This design comes from an exercise in tuning for small area on the open sky130 flow, not from production work.
In this exercise RTL edits were held to simulation tests only and were not proved equivalent to the original.
Power figures rest on the tool's default switching activity, not on a simulated workload.

## run A
==> flow/design.v (excerpt) <==
module exec_unit (
    input  wire         clk_i,
    input  wire         rst_n_i,
    input  wire [31:0]  op1_i,
    input  wire [31:0]  op2_i,
    input  wire [31:0]  offset_i,
    input  wire [31:0]  inst_i,
    input  wire [31:0]  inst_addr_i,
    input  wire         reg_wen_i,
    input  wire [4:0]   reg_waddr_i,
    input  wire         int_flag_i,
    input  wire [31:0]  int_addr_i,
    output logic        reg_wen_o,
    output logic [4:0]  reg_waddr_o,
    output logic [31:0] reg_wdata_o,
    output logic        jump_flag_o,
    output logic [31:0] jump_addr_o
);
Size: ~210 flip-flops, ~270 I/O pins, ~12000 um^2 of cells after synthesis.
clock: 5.0 ns
lec_check: 0
cap_margin: 0
core_margin: 2
core_utilization: 60
cts_buf_list: sky130_fd_sc_hd__clkbuf_4
gpl_timing_driven: 0
setup_slack_margin: 0.15
slew_margin: 0
standard.sh (not shown) runs the stock make flow with config.mk's settings and CLKGATE_MAP_FILE= SYNTH_SCRIPT=/design/flow/synth_recipe.tcl, a recipe that flattens the netlist after the stock synthesis.
==> flow/flow/run.sh <==
#!/bin/bash
set -euo pipefail
export BUFFER_PORTS_ARGS="-buffer_cell sky130_fd_sc_hd__buf_1"
export REMOVE_ABC_BUFFERS=1
export CTS_ARGS="-sink_clustering_enable -repair_clock_nets -buf_list sky130_fd_sc_hd__clkbuf_4 -sink_clustering_size 10 -sink_clustering_max_diameter 45 -dont_use_dummy_load"
bash standard.sh > flow_standard.log 2>&1
The following lists how run B was set up differently from run A:
==> flow/flow/run.sh <==
#!/bin/bash
set -euo pipefail
export BUFFER_PORTS_ARGS="-buffer_cell sky130_fd_sc_hd__buf_1"
export CTS_ARGS="-sink_clustering_enable -repair_clock_nets -buf_list sky130_fd_sc_hd__clkbuf_4 -sink_clustering_size 8 -sink_clustering_max_diameter 40 -dont_use_dummy_load"
bash standard.sh > flow_standard.log 2>&1
### Flow results
In the tables for run A and run B, smallest setup slack after layout reads higher with run B. Higher required time at the endpoint of the critical path among run A and run B: run B. Total internal power, run B vs run A: up slightly. Re share of the synthesized netlist area taken by xor and xnor gates: no difference whatsoever between run A and run B. Looking at fraction of cell area in non-clock buffers, run B sits 1.2 points higher than run A does. In the reports for run A and run B, the smaller total cell area at the placement stage belongs to run A. Post-route core utilization: run A and run B compared, higher one is run B. Beginning of the critical path = inst_i[14]: run B; beginning of the critical path = inst_i[12]: run A. Maximum number of pins on one net before global-route repair, run A and run B, higher one = run A. Area of combinational cells with multiple inputs | run B below run A. Status: register-to-register path setup slack parity (run B, run A).
Input-level comparison between run C and run B:
diff --git a/flow/flow/run.sh b/flow/flow/run.sh
--- a/flow/flow/run.sh
+++ b/flow/flow/run.sh
@@ -3,0 +4 @@
+export REMOVE_ABC_BUFFERS=1
Results
- Comparing post-synthesis to final-layout area growth for run C and run B, the smaller number came from run C.
- Re H-tree depth: run C and run B aren't equal, and the higher value belongs to run C.
- Clock latency of the later-clocked register in the worst-skew pair (lower): run C
- The final layout from run C, which completed every stage, passed the timing, DRC and antenna checks at the end of the flow.
- Taking run B as the reference, in run C number of I/O port buffers higher, smallest setup slack after layout shrank by 0.098 ns, hold slack lower, initial antenna violation count shows no meaningful change, number of buffer and inverter instances along the worst setup path down 3.

## run 1
The RTL this note starts from:
==> flow/design.v <==
`default_nettype none
module exec_unit (
    input  wire         clk_i,
    input  wire         rst_n_i,
    input  wire [31:0]  op1_i,
    input  wire [31:0]  op2_i,
    input  wire [31:0]  offset_i,
    input  wire [31:0]  inst_i,
    input  wire [31:0]  inst_addr_i,
    input  wire         reg_wen_i,
    input  wire [4:0]   reg_waddr_i,
    input  wire         int_flag_i,
    input  wire [31:0]  int_addr_i,
    output logic        reg_wen_o,
    output logic [4:0]  reg_waddr_o,
    output logic [31:0] reg_wdata_o,
    output logic        jump_flag_o,
    output logic [31:0] jump_addr_o
);
    logic [6:0] opc;
    logic [2:0] f3;
    logic       alt;
    assign opc = inst_i[6:0];
    assign f3  = inst_i[14:12];
    assign alt = inst_i[30];
    logic is_op, is_opi, is_lui, is_auipc, is_jal, is_jalr, is_br;
    assign is_op    = (opc == 7'b0110011);
    assign is_opi   = (opc == 7'b0010011);
    assign is_lui   = (opc == 7'b0110111);
    assign is_auipc = (opc == 7'b0010111);
    assign is_jal   = (opc == 7'b1101111);
    assign is_jalr  = (opc == 7'b1100111);
    assign is_br    = (opc == 7'b1100011);
    logic d_link, d_jal, d_jalr, d_upper, d_lui, d_alu, d_br;
    assign d_link  = opc[6] & opc[2];         
    assign d_jal   = d_link & opc[3];
    assign d_jalr  = d_link & ~opc[3];
    assign d_upper = ~opc[6] & opc[2];        
    assign d_lui   = d_upper & opc[5];
    assign d_alu   = ~opc[6] & ~opc[2];       
    assign d_br    = opc[6] & ~opc[2];
    logic        sub;
    logic [31:0] a, b;
    assign sub = d_br | (d_alu & ((f3 == 3'b000) ? (opc[5] & alt) : (f3[2:1] == 2'b01)));
    always_comb begin
        a = op1_i & {32{~d_jalr}};
        a[2] = op1_i[2] | d_jalr;
        b = (op2_i & {32{~(d_jal | d_upper)}}) ^ {32{sub}};
        b[2] = ((op2_i[2] & ~(d_jal | d_upper)) ^ sub) | d_jal;
    end
    logic [31:0] pa, ga, sa;
    logic        ca;
    assign pa = a ^ b;
    assign ga = a & b;
    exec_prefix_add u_adda (.p_i(pa), .g_i(ga), .c_i(sub), .s_o(sa), .c_o(ca));
    logic eq, lt_u, lt_s;
    assign eq   = &pa;                        
    assign lt_u = ~ca;
    assign lt_s = (op1_i[31] ^ op2_i[31]) ? op1_i[31] : lt_u;
    logic [31:0] x, pb, gb, sb;
    logic        cb;
    assign x  = opc[2] ? op1_i : inst_addr_i;
    assign pb = x ^ offset_i;
    assign gb = x & offset_i;
    exec_prefix_add u_addb (.p_i(pb), .g_i(gb), .c_i(1'b0), .s_o(sb), .c_o(cb));
    logic        sl;
    logic [31:0] sx, sr;
    logic        fill;
    assign sl   = ~f3[2];
    assign fill = f3[2] & alt & op1_i[31];
    always_comb begin
        for (int i = 0; i < 32; i++) sx[i] = sl ? op1_i[31-i] : op1_i[i];
    end
    assign sr = 32'($signed({fill, sx}) >>> op2_i[4:0]);
    logic [31:0] wdata;
    always_comb begin
        if (d_link | d_lui) begin
            wdata = sa;
        end else if (d_upper) begin
            wdata = sb;
        end else begin
            case (f3)
                3'b000: wdata = sa;
                3'b001: for (int i = 0; i < 32; i++) wdata[i] = sr[31-i];
                3'b010: wdata = {31'd0, lt_s};
                3'b011: wdata = {31'd0, lt_u};
                3'b100: wdata = pa;
                3'b101: wdata = sr;
                3'b110: wdata = pa | ga;
                default: wdata = ga;
            endcase
        end
    end
    logic cond, taken, jf, wen;
    logic [31:0] jaddr;
    assign cond  = f3[2] ? (f3[1] ? lt_u : lt_s) : eq;
    assign taken = (cond ^ f3[0]) & (f3[2] | ~f3[1]);
    assign jf    = int_flag_i | is_jal | is_jalr | (is_br & taken);
    assign wen   = reg_wen_i & ~int_flag_i &
                   (is_op | is_opi | is_lui | is_auipc | is_jal | is_jalr);
    assign jaddr = int_flag_i ? int_addr_i : {sb[31:1], sb[0] & ~d_jalr};
    logic        wen1, wen2, jf1, jf2;
    logic [4:0]  waddr1, waddr2;
    logic [31:0] wdata1, wdata2, jaddr1, jaddr2;
    always_ff @(posedge clk_i) begin
        wen1        <= wen & rst_n_i;
        jf1         <= jf & rst_n_i;
        waddr1      <= reg_waddr_i;
        wdata1      <= wdata;
        jaddr1      <= jaddr;
        wen2        <= wen1 & rst_n_i;
        jf2         <= jf1 & rst_n_i;
        waddr2      <= waddr1;
        wdata2      <= wdata1;
        jaddr2      <= jaddr1;
        reg_wen_o   <= wen2 & rst_n_i;
        jump_flag_o <= jf2 & rst_n_i;
        reg_waddr_o <= waddr2;
        reg_wdata_o <= wdata2;
        jump_addr_o <= jaddr2;
    end
endmodule
module exec_prefix_add (
    input  wire  [31:0] p_i,
    input  wire  [31:0] g_i,
    input  wire         c_i,
    output logic [31:0] s_o,
    output logic        c_o
);
    logic [31:0] gg, pp;
    always_comb begin
        gg = g_i;
        pp = p_i;
        gg[0] = g_i[0] | (p_i[0] & c_i);
        for (int l = 0; l < 5; l++) begin
            for (int j = (2 << l) - 1; j < 32; j += (2 << l)) begin
                gg[j] = gg[j] | (pp[j] & gg[j - (1 << l)]);
                pp[j] = pp[j] & pp[j - (1 << l)];
            end
        end
        for (int l = 3; l >= 0; l--) begin
            for (int j = 3 * (1 << l) - 1; j < 32; j += (2 << l)) begin
                gg[j] = gg[j] | (pp[j] & gg[j - (1 << l)]);
                pp[j] = pp[j] & pp[j - (1 << l)];
            end
        end
    end
    assign s_o = p_i ^ {gg[30:0], c_i};
    assign c_o = gg[31];
endmodule
`default_nettype wire
Settings: LEC_CHECK=0, CAP_MARGIN=20, CORE_MARGIN=2, CORE_UTILIZATION=40, SLEW_MARGIN=20; clock period 5.0 ns.
==> flow/flow/run.sh <==
#!/bin/bash
set -euo pipefail
export BUFFER_PORTS_ARGS="-buffer_cell sky130_fd_sc_hd__buf_1"
bash standard.sh > flow_standard.log 2>&1
Relative to run 1, the following input files were edited for run 2:
==> flow/run.sh (new file) <==
#!/bin/bash
# synth_recipe.tcl (not shown) runs the flow's synth.tcl, then flattens the netlist and writes it again
# the make line also repeats each setting of config.mk as NAME=value (left out here)
make -C /OpenROAD-flow-scripts/flow DESIGN_CONFIG=/design/flow/config.mk WORK_HOME=/design/flow/orfs CLKGATE_MAP_FILE= SYNTH_SCRIPT=/design/flow/synth_recipe.tcl finish
removed: flow/flow/run.sh
removed: flow/standard.sh
==> comparison <==
The worst setup margin of run 2 was inferior to that of run 1. Launching element of the worst setup path = inst_i[3]: run 2; launching element of the worst setup path = inst_i[5]: run 1. Number of pins exceeding their max-slew limit in the final report came out exactly the same in run 1 and run 2. Diff run 1 -> run 2: combinational cell fraction of total power went up by 3.2 points; ratio of final minimum period to clock period went up by 1.3 points; initial DRC count went down by about 18%; met2 usage went up by 3.5 points. Looking at cell-internal power across both flows, run 2 is the weaker of the two, with run 1 ahead. Run 2 vs run 1: synthesis-to-layout area growth up in run 2. The path length in cells of the critical path in run 1 is 1.14 times that in run 2. When the final numbers for run 1 and run 2 were put side by side, the global-route usage turned out to be greater in run 2. Re placed cell area: run 1 and run 2 aren't equal, and the lower value belongs to run 1.
### run 2 -> run 3
Settings: putting GPL_TIMING_DRIVEN at 0 where nothing was set.
[summary]
- In summary, run 3 completed successfully, with a layout that passed the timing, DRC and antenna checks.
- Compare run 3 and run 2 | maximum resistive drop on vdd lower: run 2
- Diff run 2 -> run 3: relative slew slack +6.5 points; quantity of gates resized following cts +64; share of power burned in registers +0.8 points; number of port buffers -2.8%.
- The final reports for run 3 and run 2 show pin slew with the least headroom to its limit lower in the former.
- Changes observed in run 3 relative to run 2: combinational power share went down 1.7 points, setup slack shows a reduction of 5.6 ps, maximum frequency from static timing analysis has remained practically unchanged.
- Sort run 3 and run 2 by post-layout minimum cycle time, ascending, and run 2 comes first.
- Final cycle utilization of the critical path: run 3 vs run 2 — no meaningful difference

== main ==
exec_unit, a different RTL version from the one above (not shown whole).
Size: ~1,200 cells after synthesis, about 0.012 sq mm of cells after synthesis.
clock: 5.0 ns
lec_check: 0
cap_margin: 0
core_margin: 2
core_utilization: 60
cts_buf_list: sky130_fd_sc_hd__clkbuf_4
gpl_timing_driven: 0
setup_slack_margin: 0.15
slew_margin: 0
==> flow/flow/run.sh <==
#!/bin/bash
set -euo pipefail
export BUFFER_PORTS_ARGS="-buffer_cell sky130_fd_sc_hd__buf_1"
export CTS_ARGS="-sink_clustering_enable -repair_clock_nets -buf_list sky130_fd_sc_hd__clkbuf_4 -sink_clustering_size 12 -sink_clustering_max_diameter 40 -dont_use_dummy_load"
bash standard.sh > flow_standard.log 2>&1
Here is what was changed in the inputs of the feature branch compared with main.
==> flow/flow/run.sh <==
#!/bin/bash
set -euo pipefail
export BUFFER_PORTS_ARGS="-buffer_cell sky130_fd_sc_hd__buf_1"
bash standard.sh > flow_standard.log 2>&1
diff --git a/flow/config.mk b/flow/config.mk
--- a/flow/config.mk
+++ b/flow/config.mk
@@ -7,8 +7,7 @@
 export LEC_CHECK = 0
-export CAP_MARGIN = 0
+export CAP_MARGIN = 20
 export CORE_MARGIN = 2
-export CORE_UTILIZATION = 60
+export CORE_UTILIZATION = 40
 export CTS_BUF_LIST = sky130_fd_sc_hd__clkbuf_4
 export GPL_TIMING_DRIVEN = 0
-export SETUP_SLACK_MARGIN = 0.15
-export SLEW_MARGIN = 0
+export SLEW_MARGIN = 20
Findings:
Routed length on met3 in the feature branch is about 12% lower than in main
Per the comparison of the feature branch with main, fraction of power consumed by the clock network now larger, wire length now larger.
Footprint of the multi-input gates: the feature branch < main
Sequential cell count: the feature branch vs main — no meaningful difference
The feature branch: complete, dirty (negative setup slack)
In the feature branch the total length of routed met2 wires turned out 4.9% higher than in main.

==> re-timing with driven ports <==
In the flow no input, the clock included, has a driving cell. The finished layouts below were timed again as built, in two steps. Step 1, drivers: a clkbuf_16 drives clk_i and a buf_2 each remaining input, both assumed. Step 2, shift: input delay + t, output delay - t, t = (earliest + latest rising clock arrival at the registers) / 2. This alone moves slack from input paths to output paths. Slacks: ideal ports / drivers / drivers and shift; pairs: ideal ports / drivers.
run	t (ns)	setup WS [ns]	worst data-port slew with drivers (ns)	pins driven straight from the clock port
run A	0.686	0.156 / 0.179 / -0.507	0.05	1
run B	0.697	0.292 / 0.312 / -0.385	0.05	1
run C	0.631	0.194 / 0.219 / -0.412	0.05	1
run 1	0.526	0.181 / 0.205 / -0.322	0.08	1
run 2	0.542	0.116 / 0.141 / -0.400	0.08	1
run 3	0.528	0.110 / 0.111 / -0.417	0.08	1
main	0.669	0.134 / 0.143 / -0.527	0.09	1
the feature branch	0.714	-0.056 / -0.054 / -0.768	0.10	1
With both steps, setup timing fails in 7 of these runs, where it was met with ideal ports. The setup slack of the feature branch, which loses most, moves by +0.002 ns with the drivers and by -0.712 ns with both steps.
